This is an optimization exercise on Yosys and OpenROAD, whose aim is small area, a short achievable clock period and few clock cycles per item, not a production implementation.
Where RTL was checked, it was by simulation tests only, not by an equivalence proof against the original.
The RTL of runs 4 and 5 was laid out without a check of its function.
Power figures rest on the tool's default switching activity, not on a simulated workload.

===== flow/design.v =====
package wavp_pkg;
    localparam logic [3:0] ChunkLimitReset = 4'd10;
    localparam logic [2:0] StHeader      = 3'd0;
    localparam logic [2:0] StPayload     = 3'd1;
    localparam logic [2:0] StDone        = 3'd2;
    localparam logic [2:0] StBadRiff     = 3'd3;
    localparam logic [2:0] StBadWave     = 3'd4;
    localparam logic [2:0] StBadChannels = 3'd5;
    localparam logic [2:0] StNoData      = 3'd6;
    localparam logic [2:0] StTruncated   = 3'd7;
endpackage
import wavp_pkg::*;
module wav_header_chunk_parser (
    input  logic        clk,
    input  logic        rst_n,
    input  logic        in_valid,
    output logic        in_stall,
    input  logic [7:0]  byte_value,
    input  logic        end_of_file,
    input  logic        cfg_valid,
    output logic        cfg_ready,
    input  logic [3:0]  cfg_data,
    output logic        out_valid,
    input  logic        out_stall,
    output logic        payload_valid,
    output logic [7:0]  payload_byte,
    output logic        payload_last,
    output logic [15:0] audio_format,
    output logic [15:0] num_channels,
    output logic [31:0] sample_freq,
    output logic [15:0] bits_per_sample,
    output logic [31:0] payload_size,
    output logic [2:0]  status
);
    logic [5:0]  pos_q;              
    logic [2:0]  st_q;               
    logic [15:0] fmt_q, ch_q, bits_q;
    logic [31:0] rate_q, psize_q;
    logic [31:0] cnt_q;              
    logic [2:0]  hc_q;               
    logic        skip_q;             
    logic        match_q;            
    logic [3:0]  chunks_q;
    logic [3:0]  limit_q;
    logic        ov_q, pv_q, pl_q;
    logic [7:0]  pb_q;
    logic [5:0]  pos_n;
    logic [2:0]  st_n;
    logic [15:0] fmt_n, ch_n, bits_n;
    logic [31:0] rate_n, psize_n;
    logic [31:0] cnt_n;
    logic [2:0]  hc_n;
    logic        skip_n, match_n;
    logic [3:0]  chunks_n;
    logic        pv_n, pl_n;
    logic        hold, acc;
    logic        first;
    logic [2:0]  st;
    logic        live, chk;
    logic [7:0]  d;
    logic [31:0] size;
    logic [31:0] cnt_dec;
    logic [3:0]  chunks_dec;
    logic [7:0]  hdr_tag, id_tag;
    assign d         = byte_value;
    assign hold      = ov_q & out_stall;
    assign in_stall  = hold;
    assign acc       = in_valid & ~hold;
    assign cfg_ready = 1'b1;
    assign first      = (pos_q == 6'd0);
    assign st         = first ? StHeader : st_q;
    assign live       = (st < StBadRiff);
    assign size       = {d, cnt_q[31:8]};
    assign cnt_dec    = cnt_q - 1'b1;
    assign chunks_dec = chunks_q - 1'b1;
    always_comb
    begin
        case (pos_q[1:0])
            2'd0:    hdr_tag = pos_q[3] ? 8'h57 : 8'h52;
            2'd1:    hdr_tag = pos_q[3] ? 8'h41 : 8'h49;
            2'd2:    hdr_tag = pos_q[3] ? 8'h56 : 8'h46;
            default: hdr_tag = pos_q[3] ? 8'h45 : 8'h46;
        endcase
        case (hc_q[1:0])
            2'd0:    id_tag = 8'h64;
            2'd1:    id_tag = 8'h61;
            2'd2:    id_tag = 8'h74;
            default: id_tag = 8'h61;
        endcase
    end
    always_comb
    begin
        fmt_n    = first ? 16'd0 : fmt_q;
        ch_n     = first ? 16'd0 : ch_q;
        rate_n   = first ? 32'd0 : rate_q;
        bits_n   = first ? 16'd0 : bits_q;
        psize_n  = first ? 32'd0 : psize_q;
        st_n     = st;
        cnt_n    = cnt_q;
        hc_n     = hc_q;
        skip_n   = skip_q;
        match_n  = match_q;
        chunks_n = chunks_q;
        pv_n     = 1'b0;
        pl_n     = 1'b0;
        if (live)
        begin
            case (pos_q)
                6'd20: fmt_n[7:0]    = d;
                6'd21: fmt_n[15:8]   = d;
                6'd22: ch_n[7:0]     = d;
                6'd23: ch_n[15:8]    = d;
                6'd24: rate_n[7:0]   = d;
                6'd25: rate_n[15:8]  = d;
                6'd26: rate_n[23:16] = d;
                6'd27: rate_n[31:24] = d;
                6'd34: bits_n[7:0]   = d;
                6'd35: bits_n[15:8]  = d;
                default: ;
            endcase
        end
        chk = live && (pos_q == 6'd23)
              && !(d == 8'd0 && (ch_q[7:0] == 8'd1 || ch_q[7:0] == 8'd2));
        if (chk)
            st_n = StBadChannels;
        else if (st == StHeader && pos_q < 6'd12)
        begin
            if (pos_q[1:0] == 2'd0)
                match_n = (d == hdr_tag);
            else
                match_n = match_q && (d == hdr_tag);
            if (pos_q == 6'd3 && !match_n)
                st_n = StBadRiff;
            else if (pos_q == 6'd11)
            begin
                if (!match_n)
                    st_n = StBadWave;
                else
                begin
                    hc_n     = 3'd0;
                    skip_n   = 1'b0;
                    chunks_n = limit_q;
                end
            end
        end
        else if (st == StHeader)
        begin
            if (skip_q)
            begin
                cnt_n  = cnt_dec;
                skip_n = (cnt_q != 32'd1);
            end
            else
            begin
                hc_n = hc_q + 1'b1;
                if (!hc_q[2])
                begin
                    if (hc_q[1:0] == 2'd0)
                        match_n = (d == id_tag);
                    else
                        match_n = match_q && (d == id_tag);
                end
                else if (hc_q != 3'd7)
                    cnt_n = size;
                else
                begin
                    if (chunks_q == 4'd0)
                        st_n = StNoData;
                    else if (match_q)
                    begin
                        psize_n = size;
                        cnt_n   = size;
                        st_n    = (size == 32'd0) ? StDone : StPayload;
                    end
                    else
                    begin
                        chunks_n = chunks_dec;
                        cnt_n    = size;
                        skip_n   = (size != 32'd0);
                        if (chunks_dec == 4'd0)
                            st_n = StNoData;
                    end
                end
            end
        end
        else if (st == StPayload)
        begin
            pv_n  = 1'b1;
            cnt_n = cnt_dec;
            if (cnt_q == 32'd1)
            begin
                pl_n = 1'b1;
                st_n = StDone;
            end
        end
        if (end_of_file)
        begin
            if (st_n == StPayload || (st_n == StHeader && pos_q < 6'd11))
                st_n = StTruncated;
            else if (st_n == StHeader)
                st_n = StNoData;
        end
        if (end_of_file)
            pos_n = 6'd0;
        else if (pos_q != 6'd36)
            pos_n = pos_q + 1'b1;
        else
            pos_n = pos_q;
    end
    always_ff @(posedge clk or negedge rst_n)
    begin
        if (!rst_n)
            limit_q <= ChunkLimitReset;
        else if (cfg_valid)
            limit_q <= cfg_data;
    end
    always_ff @(posedge clk or negedge rst_n)
    begin
        if (!rst_n)
        begin
            ov_q  <= 1'b0;
            pos_q <= 6'd0;
        end
        else
        begin
            ov_q <= in_valid | hold;
            if (acc)
                pos_q <= pos_n;
        end
    end
    always_ff @(posedge clk)
    begin
        if (acc)
        begin
            st_q     <= st_n;
            fmt_q    <= fmt_n;
            ch_q     <= ch_n;
            rate_q   <= rate_n;
            bits_q   <= bits_n;
            psize_q  <= psize_n;
            cnt_q    <= cnt_n;
            hc_q     <= hc_n;
            skip_q   <= skip_n;
            match_q  <= match_n;
            chunks_q <= chunks_n;
            pv_q     <= pv_n;
            pl_q     <= pl_n;
            pb_q     <= pv_n ? d : 8'd0;
        end
    end
    assign out_valid       = ov_q;
    assign payload_valid   = pv_q;
    assign payload_byte    = pb_q;
    assign payload_last    = pl_q;
    assign audio_format    = fmt_q;
    assign num_channels    = ch_q;
    assign sample_freq     = rate_q;
    assign bits_per_sample = bits_q;
    assign payload_size    = psize_q;
    assign status          = st_q;
endmodule

===== flow/run.sh =====
#!/bin/bash
# synth_recipe.tcl (not shown) runs the flow's synth.tcl, then flattens the netlist and writes it again
# the make line also repeats each setting of config.mk as NAME=value (left out here)
make -C /OpenROAD-flow-scripts/flow DESIGN_CONFIG=/design/flow/config.mk WORK_HOME=/design/flow/orfs CLKGATE_MAP_FILE= SYNTH_SCRIPT=/design/flow/synth_recipe.tcl finish

===== flow/config.mk =====
export PLATFORM = sky130hd
export DESIGN_NAME = wav_header_chunk_parser
export DESIGN_NICKNAME = wav_header_chunk_parser
export VERILOG_FILES = /design/flow/design.v
export SDC_FILE = /design/flow/constraint.sdc
export NUM_CORES = 4
export LEC_CHECK = 0
export ABC_AREA = 1
export CAP_MARGIN = 20
export CORE_MARGIN = 2
export CORE_UTILIZATION = 70
export SETUP_SLACK_MARGIN = 3.3
export SLEW_MARGIN = 20

===== flow/constraint.sdc =====
create_clock -name core_clock -period 5.5 [get_ports {clk}]
set_input_delay 1.1000 -clock core_clock [delete_from_list [all_inputs] [get_ports {clk}]]
set_output_delay 1.1000 -clock core_clock [all_outputs]
set_load 0.01 [all_outputs]

==> flow_summary_export.csv, run 1 <==
group,metric,value,unit
clocking,ctsHoldBuffers,0,
clocking,ctsResizeCount,538,
die,initial_core_util,0.722,
clocking,cts_max_path_buffers,2,
synthesis,synth_warnings,1,
run_status,failing_step,"clock tree synthesis (4_1_cts)",
run_status,error_line,"[ERROR DPL-0038] Utilization greater than 100%, impossible to legalize",
clocking,cts-root-buf,"clkbuf_16",
synthesis,netlist_area,9190,um^2
synthesis,syn_avg_cell_area,9.11,um^2
placement,portBuffers,144,
synthesis,synth_flop_cell,"edfxtp_1",
synthesis,synth_edf_count,166,
placement,place.gp.congestion,0.985,
synthesis,ys_types,41,
clocking,h-tree-depth,4,
die,fp-row-count,41,
placement,dp_hpwl,17600,um
die,die_w,119,um
synthesis,synth-seq-cells,177,
synthesis,ys_seq_area_frac,0.573,
die,ios,146,
synthesis,syn-instance-count,1008,
run_status,outcome,"aborted with a tool error",
synthesis,syn_nets,1039,
clocking,cts_buffers,17,
clocking,cts_setup_buffers,103,
placement,dp.cells,1283,
die,die-height,119,um
clocking,cts.sinks,177,
synthesis,async_flop_share,0.0621,
[worst max path at each step]
stage                        from          end  slack, ns  cells past startpoint
detailed placement  byte_value[3]  psize_q[27]       1.11                     10
global placement    byte_value[2]  psize_q[12]       1.37                     10
floorplan               out_stall     cnt_q[0]       0.62                      5
[power by group through the flow]
stage               registers [mW]  logic (mW)  clock network (mW)
floorplan                     1.93       0.655                   0
global placement              1.89        1.08                   0
detailed placement            1.90        1.15                   0
[synth_stat cells, types with 3 or more instances]
cell,number,area (um^2)
a21oi_1,15,75.1
a31oi_1,4,25.0
buf_1,3,11.3
buf_2,7,35.0
buf_4,6,45.0
clkbuf_1,29,109
dfrtp_1,9,225
edfxtp_1,166,4980
ha_1,13,163
inv_1,107,402
inv_2,5,18.8
nand2_1,213,800
nand2_2,3,18.8
nand3_1,112,561
nand4_1,5,31.3
nor2_1,90,338
nor2_4,3,33.8
nor3_1,16,80.1
nor3b_1,3,22.5
o21ai_0,123,616
o21ai_1,31,155
xor2_1,20,175
[logic make-up after synthesis]
logic type,after synthesis,synth area share
xor gates and xnor gates,21,0.0200
other,1,0.000408
muxes,2,0.00245
and+or+nand+nor,455,0.217
AOI/OAI and AO/OA,180,0.101
adders and majority gates,13,0.0177
buffers and inverters,159,0.0684
DFF,177,0.573
[through the flow]
stage	instance area (um^2)	worst slack, ns
detailed placement	10900	1.11
global placement	10900	1.37
floorplan	9430	0.615
Testbench counts, summed over its fixed seeds: cycles 34,672, items 34,664.
==> run 2: changes to the inputs <==
--- a/flow/config.mk
+++ b/flow/config.mk
@@ -5,7 +5,6 @@
 export SDC_FILE = /design/flow/constraint.sdc
 export NUM_CORES = 4
 export LEC_CHECK = 0
-export ABC_AREA = 1
 export CAP_MARGIN = 20
 export CORE_MARGIN = 2
 export CORE_UTILIZATION = 70
==> flow_summary_export.csv, run 2 <==
group,metric,value,unit
synthesis,synth_top_area_cell,"edfxtp_1",
clocking,cts_buffers,17,
synthesis,synth_edf_count,166,
clocking,ctsHoldBuffers,0,
placement,place.gp.congestion,0.885,
synthesis,async_flop_share,0.0621,
synthesis,ys_seq_area_frac,0.576,
placement,dp_slack,1.46,ns
synthesis,syn-instance-count,928,
placement,portBuffers,144,
die,fp-row-count,41,
clocking,cts.sinks,177,
clocking,h-tree-depth,4,
synthesis,synth-seq-cells,177,
synthesis,yosysMostFrequentCell,"nand2_1",
clocking,cts_max_path_buffers,2,
synthesis,synth_common_cells,"267 x nand2_1, 166 x edfxtp_1, 115 x o21ai_0, 57 x clkbuf_1, 49 x nor2_1",
die,die-height,118,um
clocking,cts_setup_buffers,113,
synthesis,synthTopCellsByArea,"edfxtp_1 55%, nand2_1 11%, o21ai_0 6.3%",
synthesis,ys_types,68,
synthesis,syn_avg_cell_area,9.85,um^2
synthesis,synth_flop_cell,"edfxtp_1",
synthesis,synth_warnings,1,
synthesis,netlist_area,9140,um^2
synthesis,synth_top_cell_area_share,0.545,
die,ios,146,
placement,dp_hpwl,15400,um
clocking,cts-root-buf,"clkbuf_16",
die,die_w,118,um
clocking,ctsResizeCount,516,
run_status,failing_step,"clock tree synthesis (4_1_cts)",
synthesis,syn_nets,959,
run_status,outcome,"aborted with a tool error",
run_status,error_line,"[ERROR DPL-0038] Utilization greater than 100%, impossible to legalize",
die,initial_core_util,0.721,
==> run 2: changes by cell type after synthesis, sizes merged, moves of 11 or more <==
cell | previous run | this run
a21oi | 15 | 28
and2 | 0 | 18
clkbuf | 29 | 58
inv | 112 | 11
nand2 | 217 | 267
nand3 | 113 | 32
nor2 | 95 | 51
nor4 | 2 | 13
o21ai | 155 | 119
xnor2 | 1 | 28
xor2 | 20 | 7
==> run 2: stage by stage <==
| step | instances | instance area, um^2 |
|---|---|---|
| 3_5_place_dp | 1187 | 10700 |
| 3_3_place_gp | 1187 | 10700 |
| 2_1_floorplan | 928 | 9330 |
==> run 2: cell families after synthesis <==
logic type | Yosys count | synth area share
compound gates | 175 | 0.105
other cells | 1 | 0.000410
flops | 177 | 0.576
mux | 5 | 0.00616
buf+inv | 78 | 0.0365
xor+xnor | 35 | 0.0335
simple gates | 444 | 0.225
fa+ha+maj | 13 | 0.0178
==> run 2: worst min-delay path by stage <==
stage               slack [ns]  startpoint          to  cells past startpoint
detailed placement        0.50  limit_q[2]  limit_q[2]                      1
global placement          0.49  limit_q[2]  limit_q[2]                      1
floorplan                 0.48  limit_q[0]  limit_q[0]                      1
==> run 2: power by group through the flow <==
stage	sequential, mW	clock, mW	combinational [mW]
after floorplan	1.83	0	0.441
after global placement	1.81	0	0.764
after detailed placement	1.82	0	0.796
==> run 3: changes to the inputs <==
--- a/flow/config.mk
+++ b/flow/config.mk
@@ -7,6 +7,5 @@
 export LEC_CHECK = 0
 export CAP_MARGIN = 20
 export CORE_MARGIN = 2
-export CORE_UTILIZATION = 70
-export SETUP_SLACK_MARGIN = 3.3
+export CORE_UTILIZATION = 40
 export SLEW_MARGIN = 20
==> flow_summary_export.csv, run 3 <==
group,metric,value,unit
run_status,outcome,"timing/DRC/antenna clean",
timing,timing.final.ws_setup,2.06,ns
cells_and_area,final_common_cell,"nand2_1",
placement,place.gp.congestion,0.792,
die,fp-row-count,55,
clocking,h-tree-depth,4,
clocking,cts_max_path_buffers,2,
placement,postPlaceCellArea,10800,um^2
synthesis,synth-seq-cells,177,
setup_path,r2r_start,"pos_q[0]",
grt,grt_max_degree,107,
min_path,hold_end,"limit_q[2]",
die,die_w,155,um
setup_path,worstPathMaxFanout,32,
setup_path,rr_worst_depth,8,
min_path,holdCritStartpoint,"limit_q[2]",
route,viasPerCell,5.31,
cells_and_area,final_cell_mix,"267 x nand2_1, 166 x edfxtp_1, 144 x clkdlybuf4s50_1, 115 x o21ai_0, 49 x nor2_1",
clocking,clock_latency,0.43,ns
setup_path,rr_endpoint,"psize_q[27]",
synthesis,yosysMostFrequentCell,"nand2_1",
timing,slew_headroom,0.390,
synthesis,ys_seq_area_frac,0.576,
clocking,ctsResizeCount,0,
synthesis,synth_top_cell_area_share,0.545,
cells_and_area,final_cell_area,11400,um^2
power,comb_power_share,0.214,
route,via_count,7109,
die,initial_core_util,0.406,
power,p_sw_frac,0.304,
power,clkPwrFrac,0.310,
clocking,clk_pin_slew,0.07,ns
clocking,cts-root-buf,"clkbuf_16",
grt,busiest_layer,"met2",
synthesis,netlist_area,9140,um^2
synthesis,syn-instance-count,928,
die,die_area,24100,um^2
run,maxCapViolCount,0,
power,ir_drop,0.187,mV
timing,setup_tns,0,ns
grt,grt_use_met2,0.326,
setup_path,startpoint_type,"primary input",
synthesis,synth_top_area_cell,"edfxtp_1",
synthesis,syn_avg_cell_area,9.85,um^2
setup_path,worstSetupPathType,"in2reg",
cells_and_area,area_delta_synth_final,24.3,%
die,core,22500,um^2
die,ios,146,
synthesis,synth_edf_count,166,
timing,fmax,0.291,GHz
synthesis,syn_nets,959,
route,drc,0,
timing,worstMarginPinSlew,0.911,ns
timing,min_period_over_period,0.625,
clocking,cts.sinks,177,
timing,hold_viol,0,
clocking,cts_buffers,17,
synthesis,synth_common_cells,"267 x nand2_1, 166 x edfxtp_1, 115 x o21ai_0, 57 x clkbuf_1, 49 x nor2_1",
grt,use_met1,0.282,
min_path,hold_path_class,"reg2reg",
timing,whs,0.507,ns
route,routedWlPerCell,18.2,um
grt,gr-usage-met3,0.0362,
grt,antenna_found_initial,0,
grt,grt_pass1_vias,6797,
cells_and_area,nets,1072,
power,p_sw,1.14,mW
setup_path,end_kind,"register",
clocking,cts_tree,"yes",
synthesis,synth_flop_cell,"edfxtp_1",
route,drt_iter0_drc,715,
synthesis,synth_warnings,1,
synthesis,ys_types,68,
cells_and_area,diodes,0,
cells_and_area,drive_above_1_share,0.0750,
cells_and_area,reg.largest.list,"cnt_q (32), psize_q (32), rate_q (32)",
synthesis,synthTopCellsByArea,"edfxtp_1 55%, nand2_1 11%, o21ai_0 6.3%",
route,drt_pass1_iterations,5,
timing,setup_viol,0,
placement,portBuffers,144,
min_path,hold_depth,1,
route,ant_nets,0,
power,seq_power_share,0.476,
grt,grt_pass1_wl,38100,um
timing,rsz0062_at_grt,"no",
power,leakage,3.89,nW
route,wl,24300,um
synthesis,async_flop_share,0.0621,
die,die-height,155,um
setup_path,reg2reg_slack,2.38,ns
clocking,cts_setup_buffers,0,
placement,dp_slack,1.62,ns
grt,gr-total-overflow,0,
timing,drv_slew,0,
setup_path,worstPathRequired,5.58,ns
power,internal-power,2.61,mW
timing,fin_skew,0.0134,ns
placement,dp_hpwl,15700,um
power,power_density,330,nW/um^2
clocking,ctsHoldBuffers,0,
setup_path,cp.arrival,3.52,ns
grt,grtUsageTotal,0.202,
timing,period_needed,3.44,ns
run 3: cell counts after synthesis:
Identical to the previous run, type by type.
run 3: worst max-delay path by stage:
stage,startpoint,end,slack (ns),cells after the start
6_report,byte_value[3],cnt_q[15],2.06,7
5_1_grt,byte_value[3],psize_q[19],1.86,7
4_1_cts,byte_value[3],cnt_q[28],2.08,7
3_5_place_dp,byte_value[3],cnt_q[25],1.62,7
3_3_place_gp,byte_value[3],cnt_q[25],1.64,7
2_1_floorplan,out_stall,cnt_q[0],0.51,5
run 3: kinds of logic after synthesis:
kind of cell | synth area share
buffers and inverters | 0.0365
multiplexers | 0.00616
adder cells (fa/ha/maj) | 0.0178
AND/OR/NAND/NOR | 0.225
flip-flops | 0.576
AO/OA/AOI/OAI | 0.105
XOR/XNOR | 0.0335
other | 0.000410
run 3: through the flow:
stage | instances | power (mW) | util
global placement | 1307 | 2.61 | 0.480
floorplan | 928 | 2.25 | -
global route | 1339 | 3.93 | 0.505
CTS | 1339 | 3.78 | 0.505
detailed placement | 1307 | 2.62 | 0.481
finish | 1339 | 3.75 | 0.505
run 3: layout make-up:
class	count	area [um^2]
Clock inverter	14	121
Fill cell	2063	11100
Inverter	11	41.3
Timing Repair Buffer	161	1570
Multi-Input combinational cell	673	3580
Clock buffer	18	429
Sequential cell	177	5260
Tap cell	285	357
run 3: worst max-delay path, cell delays in order:
cell and delay (ns):
clkdlybuf4s50_1 0.69, nor4_1 0.38, nand2_1 0.13, o21a_1 0.33
nand2b_1 0.24, nor3_4 0.19, buf_4 0.42
run 3: power groups by stage:
stage | registers, mW | clock network [mW] | logic [mW]
after floorplan | 1.83 | 0 | 0.421
after global placement | 1.82 | 0 | 0.793
after detailed placement | 1.81 | 0 | 0.807
after CTS | 1.79 | 1.19 | 0.811
after global routing | 1.81 | 1.24 | 0.891
final | 1.79 | 1.16 | 0.805
run 3: routing by layer:
metal	routed length, um	part of all wire
met1	11200	0.46
met2	11500	0.47
met3	1150	0.047
met4	399	0.016
met5	0	0
==> run 4: changes to the inputs <==
--- a/flow/design.v
+++ b/flow/design.v
@@ -46,9 +46,7 @@
     logic [7:0]  pb_q;
     logic [5:0]  pos_n;
     logic [2:0]  st_n;
-    logic [15:0] fmt_n, ch_n, bits_n;
-    logic [31:0] rate_n, psize_n;
-    logic [31:0] cnt_n;
+    logic        cnt_count, cnt_load, psize_load;
     logic [2:0]  hc_n;
     logic        skip_n, match_n;
     logic [3:0]  chunks_n;
@@ -88,42 +86,30 @@
             default: id_tag = 8'h61;
         endcase
     end
+    logic hdr, walk, pay;
+    logic cnt_one, size_zero;
+    assign hdr       = (st == StHeader) && (pos_q < 6'd12);
+    assign walk      = (st == StHeader) && !(pos_q < 6'd12);
+    assign pay       = (st == StPayload);
+    assign cnt_one   = (cnt_q == 32'd1);
+    assign size_zero = (d == 8'd0) && (cnt_q[31:8] == 24'd0);
+    assign cnt_count  = pay || (walk && skip_q);
+    assign cnt_load   = cnt_count || (walk && hc_q[2]);
+    assign psize_load = walk && !skip_q && (hc_q == 3'd7) && (chunks_q != 4'd0) && match_q;
     always_comb
     begin
-        fmt_n    = first ? 16'd0 : fmt_q;
-        ch_n     = first ? 16'd0 : ch_q;
-        rate_n   = first ? 32'd0 : rate_q;
-        bits_n   = first ? 16'd0 : bits_q;
-        psize_n  = first ? 32'd0 : psize_q;
         st_n     = st;
-        cnt_n    = cnt_q;
         hc_n     = hc_q;
         skip_n   = skip_q;
         match_n  = match_q;
         chunks_n = chunks_q;
         pv_n     = 1'b0;
         pl_n     = 1'b0;
-        if (live)
-        begin
-            case (pos_q)
-                6'd20: fmt_n[7:0]    = d;
-                6'd21: fmt_n[15:8]   = d;
-                6'd22: ch_n[7:0]     = d;
-                6'd23: ch_n[15:8]    = d;
-                6'd24: rate_n[7:0]   = d;
-                6'd25: rate_n[15:8]  = d;
-                6'd26: rate_n[23:16] = d;
-                6'd27: rate_n[31:24] = d;
-                6'd34: bits_n[7:0]   = d;
-                6'd35: bits_n[15:8]  = d;
-                default: ;
-            endcase
-        end
         chk = live && (pos_q == 6'd23)
               && !(d == 8'd0 && (ch_q[7:0] == 8'd1 || ch_q[7:0] == 8'd2));
         if (chk)
             st_n = StBadChannels;
-        else if (st == StHeader && pos_q < 6'd12)
+        else if (hdr)
         begin
             if (pos_q[1:0] == 2'd0)
                 match_n = (d == hdr_tag);
@@ -143,13 +129,10 @@
                 end
             end
         end
-        else if (st == StHeader)
+        else if (walk)
         begin
             if (skip_q)
-            begin
-                cnt_n  = cnt_dec;
-                skip_n = (cnt_q != 32'd1);
-            end
+                skip_n = !cnt_one;
             else
             begin
                 hc_n = hc_q + 1'b1;
@@ -160,34 +143,26 @@
                     else
                         match_n = match_q && (d == id_tag);
                 end
-                else if (hc_q != 3'd7)
-                    cnt_n = size;
-                else
+                else if (hc_q == 3'd7)
                 begin
                     if (chunks_q == 4'd0)
                         st_n = StNoData;
                     else if (match_q)
-                    begin
-                        psize_n = size;
-                        cnt_n   = size;
-                        st_n    = (size == 32'd0) ? StDone : StPayload;
-                    end
+                        st_n = size_zero ? StDone : StPayload;
                     else
                     begin
                         chunks_n = chunks_dec;
-                        cnt_n    = size;
-                        skip_n   = (size != 32'd0);
+                        skip_n   = !size_zero;
                         if (chunks_dec == 4'd0)
                             st_n = StNoData;
                     end
                 end
             end
         end
-        else if (st == StPayload)
-        begin
-            pv_n  = 1'b1;
-            cnt_n = cnt_dec;
-            if (cnt_q == 32'd1)
+        else if (pay)
+        begin
+            pv_n = 1'b1;
+            if (cnt_one)
             begin
                 pl_n = 1'b1;
                 st_n = StDone;
@@ -228,17 +203,51 @@
                 pos_q <= pos_n;
         end
     end
+    logic [7:0]  dcap;
+    logic [9:0]  lane_en;
+    logic        psize_en, cnt_en;
+    assign dcap = first ? 8'd0 : d;
+    always_comb
+    begin
+        lane_en[0] = (pos_q == 6'd20);
+        lane_en[1] = (pos_q == 6'd21);
+        lane_en[2] = (pos_q == 6'd22);
+        lane_en[3] = (pos_q == 6'd23);
+        lane_en[4] = (pos_q == 6'd24);
+        lane_en[5] = (pos_q == 6'd25);
+        lane_en[6] = (pos_q == 6'd26);
+        lane_en[7] = (pos_q == 6'd27);
+        lane_en[8] = (pos_q == 6'd34);
+        lane_en[9] = (pos_q == 6'd35);
+        lane_en    = acc ? (first ? 10'h3ff : (live ? lane_en : 10'd0)) : 10'd0;
+    end
     always_ff @(posedge clk)
     begin
+        if (lane_en[0]) fmt_q[7:0]    <= dcap;
+        if (lane_en[1]) fmt_q[15:8]   <= dcap;
+        if (lane_en[2]) ch_q[7:0]     <= dcap;
+        if (lane_en[3]) ch_q[15:8]    <= dcap;
+        if (lane_en[4]) rate_q[7:0]   <= dcap;
+        if (lane_en[5]) rate_q[15:8]  <= dcap;
+        if (lane_en[6]) rate_q[23:16] <= dcap;
+        if (lane_en[7]) rate_q[31:24] <= dcap;
+        if (lane_en[8]) bits_q[7:0]   <= dcap;
+        if (lane_en[9]) bits_q[15:8]  <= dcap;
+    end
+    assign psize_en = acc && (first || psize_load);
+    assign cnt_en   = acc && cnt_load;
+    always_ff @(posedge clk)
+    begin
+        if (psize_en)
+            psize_q <= first ? 32'd0 : size;
+        if (cnt_en)
+            cnt_q <= cnt_count ? cnt_dec : size;
+    end
+    always_ff @(posedge clk)
+    begin
         if (acc)
         begin
             st_q     <= st_n;
-            fmt_q    <= fmt_n;
-            ch_q     <= ch_n;
-            rate_q   <= rate_n;
-            bits_q   <= bits_n;
-            psize_q  <= psize_n;
-            cnt_q    <= cnt_n;
             hc_q     <= hc_n;
             skip_q   <= skip_n;
             match_q  <= match_n;
--- a/flow/config.mk
+++ b/flow/config.mk
@@ -7,5 +7,5 @@
 export LEC_CHECK = 0
 export CAP_MARGIN = 20
 export CORE_MARGIN = 2
-export CORE_UTILIZATION = 40
+export CORE_UTILIZATION = 55
 export SLEW_MARGIN = 20
==> flow_summary_export.csv, run 4 <==
group,metric,value,unit
run_status,outcome,"timing/DRC/antenna clean",
synthesis,netlist_area,7830,um^2
cells_and_area,seq_area,5260,um^2
cells_and_area,area_delta_synth_final,28.5,%
placement,dp_hpwl,12500,um
clocking,ctsResizeCount,0,
setup_path,worstPathRequired,5.57,ns
route,drc,0,
clocking,cts_setup_buffers,0,
timing,whs,0.510,ns
setup_path,startpoint_type,"register",
grt,grtUsageTotal,0.248,
grt,gr-total-overflow,0,
setup_path,cp.arrival,3.53,ns
route,routedWlPerCell,19.1,um
die,die_w,123,um
timing,slew_headroom,0.385,
power,power_density,406,nW/um^2
synthesis,synth_flop_cell,"edfxtp_1",
timing,hold_viol,0,
placement,place.gp.congestion,0.928,
setup_path,worstSetupPathType,"reg2reg",
synthesis,ys_types,54,
route,wl,18200,um
clocking,cts.sinks,177,
synthesis,syn_nets,651,
setup_path,cp_common_cell,"buf_4",
synthesis,syn_avg_cell_area,12.6,um^2
cells_and_area,nets,788,
die,ios,146,
clocking,cts_tree,"yes",
timing,setup_viol,0,
synthesis,yosysMostFrequentCell,"edfxtp_1",
die,die_area,15200,um^2
cells_and_area,fillers,929,
setup_path,slowest_stage,"nor2b_1",
clocking,cts_buffers,17,
setup_path,worstPathMaxFanout,65,
synthesis,synth_edf_count,166,
grt,grt_max_degree,66,
timing,setup_tns,0,ns
die,initial_core_util,0.564,
power,leakage,3.39,nW
timing,fmax,0.289,GHz
cells_and_area,final_common_cell,"edfxtp_1",
die,fp-row-count,43,
synthesis,synth_warnings,1,
cells_and_area,reg.largest.list,"cnt_q (32), psize_q (32), rate_q (32)",
timing,rsz0062_at_grt,"no",
power,ir_drop,0.264,mV
clocking,cts-root-buf,"clkbuf_16",
synthesis,synth_top_cell_area_share,0.637,
setup_path,crit_family,"simple AND/OR/NAND/NOR gates",
route,drt_pass1_iterations,5,
cells_and_area,diodes,0,
run,maxCapViolCount,0,
synthesis,synth_common_cells,"166 x edfxtp_1, 80 x nor2_1, 52 x a21oi_1, 50 x and2_1, 28 x nand2_1",
min_path,hold_path_class,"reg2reg",
synthesis,async_flop_share,0.0621,
timing,fin_skew,0.00885,ns
die,core,13900,um^2
clocking,clk_pin_slew,0.07,ns
route,viasPerCell,5.79,
grt,grt_pass1_vias,5017,
synthesis,syn-instance-count,620,
synthesis,synthTopCellsByArea,"edfxtp_1 64%, and2_1 4.0%, nor2_1 3.8%",
route,drt_iter0_drc,737,
synthesis,synth_top_area_cell,"edfxtp_1",
setup_path,crit_path_cell_trace,"inv_1 > ha_1 > nand2b_1 > nor2b_1 > nor2_1 > nor2_4 > buf_4 > a31oi_1 > nor2_2 > buf_4",
clocking,clock_latency,0.43,ns
timing,drv_slew,0,
die,die-height,123,um
cells_and_area,drive_above_1_share,0.0688,
timing,worstMarginPinSlew,0.922,ns
cells_and_area,multi_input_area,2420,um^2
clocking,cts_max_path_buffers,2,
setup_path,path_buf_inv,3,
cells_and_area,final_cell_mix,"166 x edfxtp_1, 144 x clkdlybuf4s50_1, 78 x nor2_1, 51 x a21oi_1, 50 x and2_1",
clocking,h-tree-depth,4,
setup_path,end_kind,"register",
synthesis,synth-seq-cells,177,
route,ant_nets,0,
placement,portBuffers,144,
grt,antenna_found_initial,0,
route,via_count,5499,
timing,period_needed,3.46,ns
setup_path,critPathMaxStageDelay,0.55,ns
clocking,ctsHoldBuffers,0,
synthesis,ys_seq_area_frac,0.672,
grt,grt_pass1_wl,27900,um
timing,min_period_over_period,0.629,
[run 4: cell types whose count changed after synthesis, moves of 24 or more]
cell      delta
nand2_1    -239
o21ai_0    -108
nor2_1      +31
and2_1      +32
a21oi_1     +24
clkbuf_1    -31
[run 4: worst paths after layout]
check                            from          to  slack (ns)  cells past startpoint
max in group asynchronous       rst_n  limit_q[3]        4.10                      1
min reg2reg                limit_q[0]  limit_q[0]        0.51                      1
max                          pos_q[0]   cnt_q[12]        2.04                     10
max reg2reg                  pos_q[0]   cnt_q[12]        2.04                     10
min in group asynchronous       rst_n  limit_q[0]        1.03                      1
min                        limit_q[0]  limit_q[0]        0.51                      1
[run 4: where the power goes]
part	leakage (nW)	switching, mW	internal, mW
Sequential	1.66	0.138	1.76
Clock	0.301	0.517	0.721
Combinational	1.44	0.571	0.381
[run 4: through the flow]
stage | setup WS [ns] | cell area (um^2) | utilization | power (mW) | instances
floorplan | 1.88 | 7830 | - | 2.47 | 620
global placement | 1.71 | 9420 | 0.679 | 2.84 | 917
detailed placement | 1.67 | 9420 | 0.679 | 2.86 | 917
CTS | 2.10 | 10000 | 0.722 | 4.09 | 949
global route | 1.79 | 10100 | 0.725 | 4.28 | 950
finish | 2.04 | 10100 | 0.725 | 4.09 | 950
[run 4: layer usage]
metal | share of wire | track usage | vias to the layer above
li1 | - | - | 2554
met1 | 0.44 | 0.362 | 2652
met2 | 0.46 | 0.372 | 260
met3 | 0.081 | 0.0521 | 33
met4 | 0.022 | 0.0902 | 0
met5 | 0 | 0 | -
[run 4: logic make-up after synthesis]
family                   Yosys count  share of synthesized area
AND/OR/NAND/NOR                  254                      0.170
flip-flops                       177                      0.672
adder cells (fa/ha/maj)           13                     0.0208
AO/OA/AOI/OAI                     92                     0.0703
XOR/XNOR                          33                     0.0369
other                              1                   0.000479
buffers and inverters             45                     0.0227
multiplexers                       5                    0.00703
[run 4: cell type report]
class	count	area share
inverter	14	0.00522
clock buffer	17	0.0423
tap	180	0.0224
timing repair buffer	149	0.149
sequential	177	0.523
multi-input combinational	398	0.241
clock inverter	15	0.0178
==> run 5: changes to the inputs <==
--- a/flow/config.mk
+++ b/flow/config.mk
@@ -8,4 +8,5 @@
 export CAP_MARGIN = 20
 export CORE_MARGIN = 2
 export CORE_UTILIZATION = 55
+export SETUP_SLACK_MARGIN = 3.0
 export SLEW_MARGIN = 20
==> flow_summary_export.csv, run 5 <==
group,metric,value,unit
grt,grt_max_degree,65,
route,drt_iter0_drc,722,
power,comb_power_share,0.279,
timing,drv_slew,0,
power,clkPwrFrac,0.278,
route,ant_nets,0,
die,core,13900,um^2
setup_path,cp.arrival,2.76,ns
setup_path,worstPathRequired,5.68,ns
setup_path,reg2reg_slack,2.92,ns
setup_path,worstPathMaxFanout,6,
timing,slew_headroom,0.430,
clocking,cts-root-buf,"clkbuf_16",
power,power_density,396,nW/um^2
cells_and_area,reg.largest.list,"cnt_q (32), psize_q (32), rate_q (32)",
placement,place.gp.congestion,0.897,
cells_and_area,nets,835,
timing,min_period_over_period,0.470,
synthesis,synth_edf_count,166,
setup_path,r2r_start,"pos_q[1]",
synthesis,syn-instance-count,620,
synthesis,synth_flop_cell,"edfxtp_1",
cells_and_area,final_common_cell,"edfxtp_1",
min_path,hold_path_class,"reg2reg",
clocking,h-tree-depth,4,
run_status,outcome,"timing/DRC/antenna clean",
synthesis,async_flop_share,0.0621,
cells_and_area,final_cell_mix,"166 x edfxtp_1, 124 x clkdlybuf4s50_1, 72 x nor2_1, 50 x and2_1, 48 x a21oi_1",
setup_path,end_kind,"register",
timing,setup_tns,0,ns
timing,setup_viol,0,
power,seq_power_share,0.443,
timing,rsz0062_at_grt,"yes",
die,die-height,123,um
die,fp-row-count,43,
clocking,clock_latency,0.43,ns
grt,grt_pass1_vias,5304,
synthesis,synth_top_area_cell,"edfxtp_1",
synthesis,netlist_area,7830,um^2
timing,whs,0.529,ns
die,ios,146,
power,leakage,3.75,nW
run,maxCapViolCount,0,
route,drt_pass1_iterations,5,
cells_and_area,diodes,0,
route,via_count,5924,
setup_path,worstSetupPathType,"reg2reg",
synthesis,synth_top_cell_area_share,0.637,
grt,grtUsageTotal,0.272,
min_path,holdCritStartpoint,"limit_q[0]",
setup_path,rr_worst_depth,9,
timing,fin_skew,0.00847,ns
power,p_sw_frac,0.318,
route,viasPerCell,5.95,
cells_and_area,area_delta_synth_final,38.9,%
clocking,ctsHoldBuffers,0,
clocking,clk_pin_slew,0.07,ns
route,routedWlPerCell,20.7,um
placement,dp_slack,1.90,ns
grt,grt_pass1_wl,30300,um
synthesis,synthTopCellsByArea,"edfxtp_1 64%, and2_1 4.0%, nor2_1 3.8%",
setup_path,rr_endpoint,"st_q[0]",
synthesis,ys_seq_area_frac,0.672,
timing,timing.final.ws_setup,2.92,ns
die,die_w,123,um
die,initial_core_util,0.564,
clocking,cts.sinks,177,
route,drc,0,
timing,worstMarginPinSlew,0.855,ns
die,die_area,15200,um^2
clocking,cts_max_path_buffers,2,
cells_and_area,drive_above_1_share,0.205,
synthesis,yosysMostFrequentCell,"edfxtp_1",
clocking,cts_tree,"yes",
power,internal-power,2.93,mW
setup_path,startpoint_type,"register",
power,p_sw,1.37,mW
grt,antenna_found_initial,0,
synthesis,synth_common_cells,"166 x edfxtp_1, 80 x nor2_1, 52 x a21oi_1, 50 x and2_1, 28 x nand2_1",
synthesis,syn_nets,651,
placement,portBuffers,144,
placement,dp_hpwl,12900,um
synthesis,synth-seq-cells,177,
grt,gr-total-overflow,0,
timing,period_needed,2.58,ns
synthesis,ys_types,54,
min_path,hold_depth,1,
synthesis,syn_avg_cell_area,12.6,um^2
synthesis,synth_warnings,1,
timing,fmax,0.387,GHz
min_path,hold_end,"limit_q[0]",
clocking,cts_buffers,17,
power,ir_drop,0.230,mV
timing,hold_viol,0,
route,wl,20600,um
## run 5: cell count changes in the layout (fill, tap and decap cells not counted), sizes merged
cell | previous run | this run
clkinv | 7 | 4
clkinvlp | 0 | 2
clkbuf | 17 | 18
buf | 5 | 60
nor2 | 80 | 81
dlymetal6s2s | 0 | 5
bufinv | 3 | 2
a21oi | 52 | 53
clkdlybuf4s50 | 144 | 124
dlygate4sd2 | 0 | 5
## run 5: cells by family after synthesis
family | share of synthesized area
AND/OR/NAND/NOR | 0.170
flip-flops | 0.672
AO/OA/AOI/OAI | 0.0703
buffers and inverters | 0.0227
XOR/XNOR | 0.0369
adder cells (fa/ha/maj) | 0.0208
multiplexers | 0.00703
other | 0.000479
## run 5: critical path, stage by stage, from the launching register on
cell and delay (ns):
dfrtp_2 0.47, inv_2 0.13, ha_4 0.20, buf_4 0.16
a21oi_2 0.04, or3_1 0.31, o211ai_1 0.22, o311ai_1 0.18
a211o_1 0.31, a221o_1 0.30
## run 5: metal layers
layer,routed length [um],up-vias,GRT usage,share of wire
li1,-,2649,-,-
met1,8640,2857,0.394,0.42
met2,9600,386,0.416,0.47
met3,2010,32,0.0572,0.098
met4,317,0,0.0866,0.015
met5,0,-,0,0
## run 5: metrics by stage
| stage | util | cells | power (mW) | instance area (um^2) |
|---|---|---|---|---|
| 2_1_floorplan | - | 620 | 2.49 | 7940 |
| 3_3_place_gp | 0.683 | 916 | 2.87 | 9480 |
| 3_5_place_dp | 0.683 | 916 | 2.89 | 9480 |
| 4_1_cts | 0.760 | 985 | 4.20 | 10600 |
| 5_1_grt | 0.783 | 996 | 4.48 | 10900 |
| 6_report | 0.783 | 996 | 4.30 | 10900 |
## run 5: cell type report
class / count / area (um^2)
clock buffers: 18 / 429
clock inverters: 13 / 150
fillers: 809 / 3010
inverters: 14 / 58.8
multi-input cells: 400 / 2860
flip-flops and latches: 177 / 5270
well taps: 180 / 225
repair buffers: 194 / 1880
## run 5: worst max-delay path by stage
stage,cells after the start,slack (ns),end,start
floorplan,6,2.84,chunks_q[0],byte_value[2]
global placement,8,1.97,pos_q[3],out_stall
global route,9,2.86,st_q[2],pos_q[1]
detailed placement,8,1.90,pos_q[3],out_stall
CTS,4,2.98,in_stall,out_stall
finish,9,2.92,st_q[0],pos_q[1]
## run 5: repair_timing
| action | in CTS | in global routing |
|---|---|---|
| gates resized for setup | 99 | 63 |
| endpoints found under the setup margin | 222 | 164 |
| pin swaps | 16 | 7 |
| buffers inserted | 36 | 11 |
| hold endpoints to repair | 0 | 0 |
| gates cloned | 2 | 0 |
## run 5: power groups by stage
| stage | combinational [mW] | sequential [mW] | clock [mW] |
|---|---|---|---|
| after CTS | 1.10 | 1.90 | 1.20 |
| final | 1.20 | 1.91 | 1.20 |
| after floorplan | 0.580 | 1.91 | 0 |
| after detailed placement | 0.961 | 1.93 | 0 |
| after global routing | 1.30 | 1.92 | 1.26 |
| after global placement | 0.943 | 1.92 | 0 |

-- separate check: timing with driven ports --
No port has a modelled driver above. Below, the same layouts with a new extraction and two added sets of constraints.
Step 1 sets driving cells, clkbuf_16 on the clock port and buf_2 on the other inputs (assumed; they add their load-dependent delay and slew).
Step 2 moves the port delays by t, midway between the first and last clock arrival at a register: inputs arrive t later, outputs are due t later. That takes back most of the time a late clock gives input paths.
a / b / c = ideal ports / drivers / drivers and shift; a / b = the first two.
run	t (ns)	setup slack, ns	worst setup path after step 2
run 3	0.474	2.062 / 2.084 / 1.610	input to register
run 4	0.463	2.041 / 2.041 / 1.594	input to register
run 5	0.469	2.917 / 2.917 / 2.482	input to register
After both steps setup and hold are still met in every run listed. For run 3, which loses most, drivers alone change the setup slack by +0.022 ns; drivers and shift together by -0.452 ns.
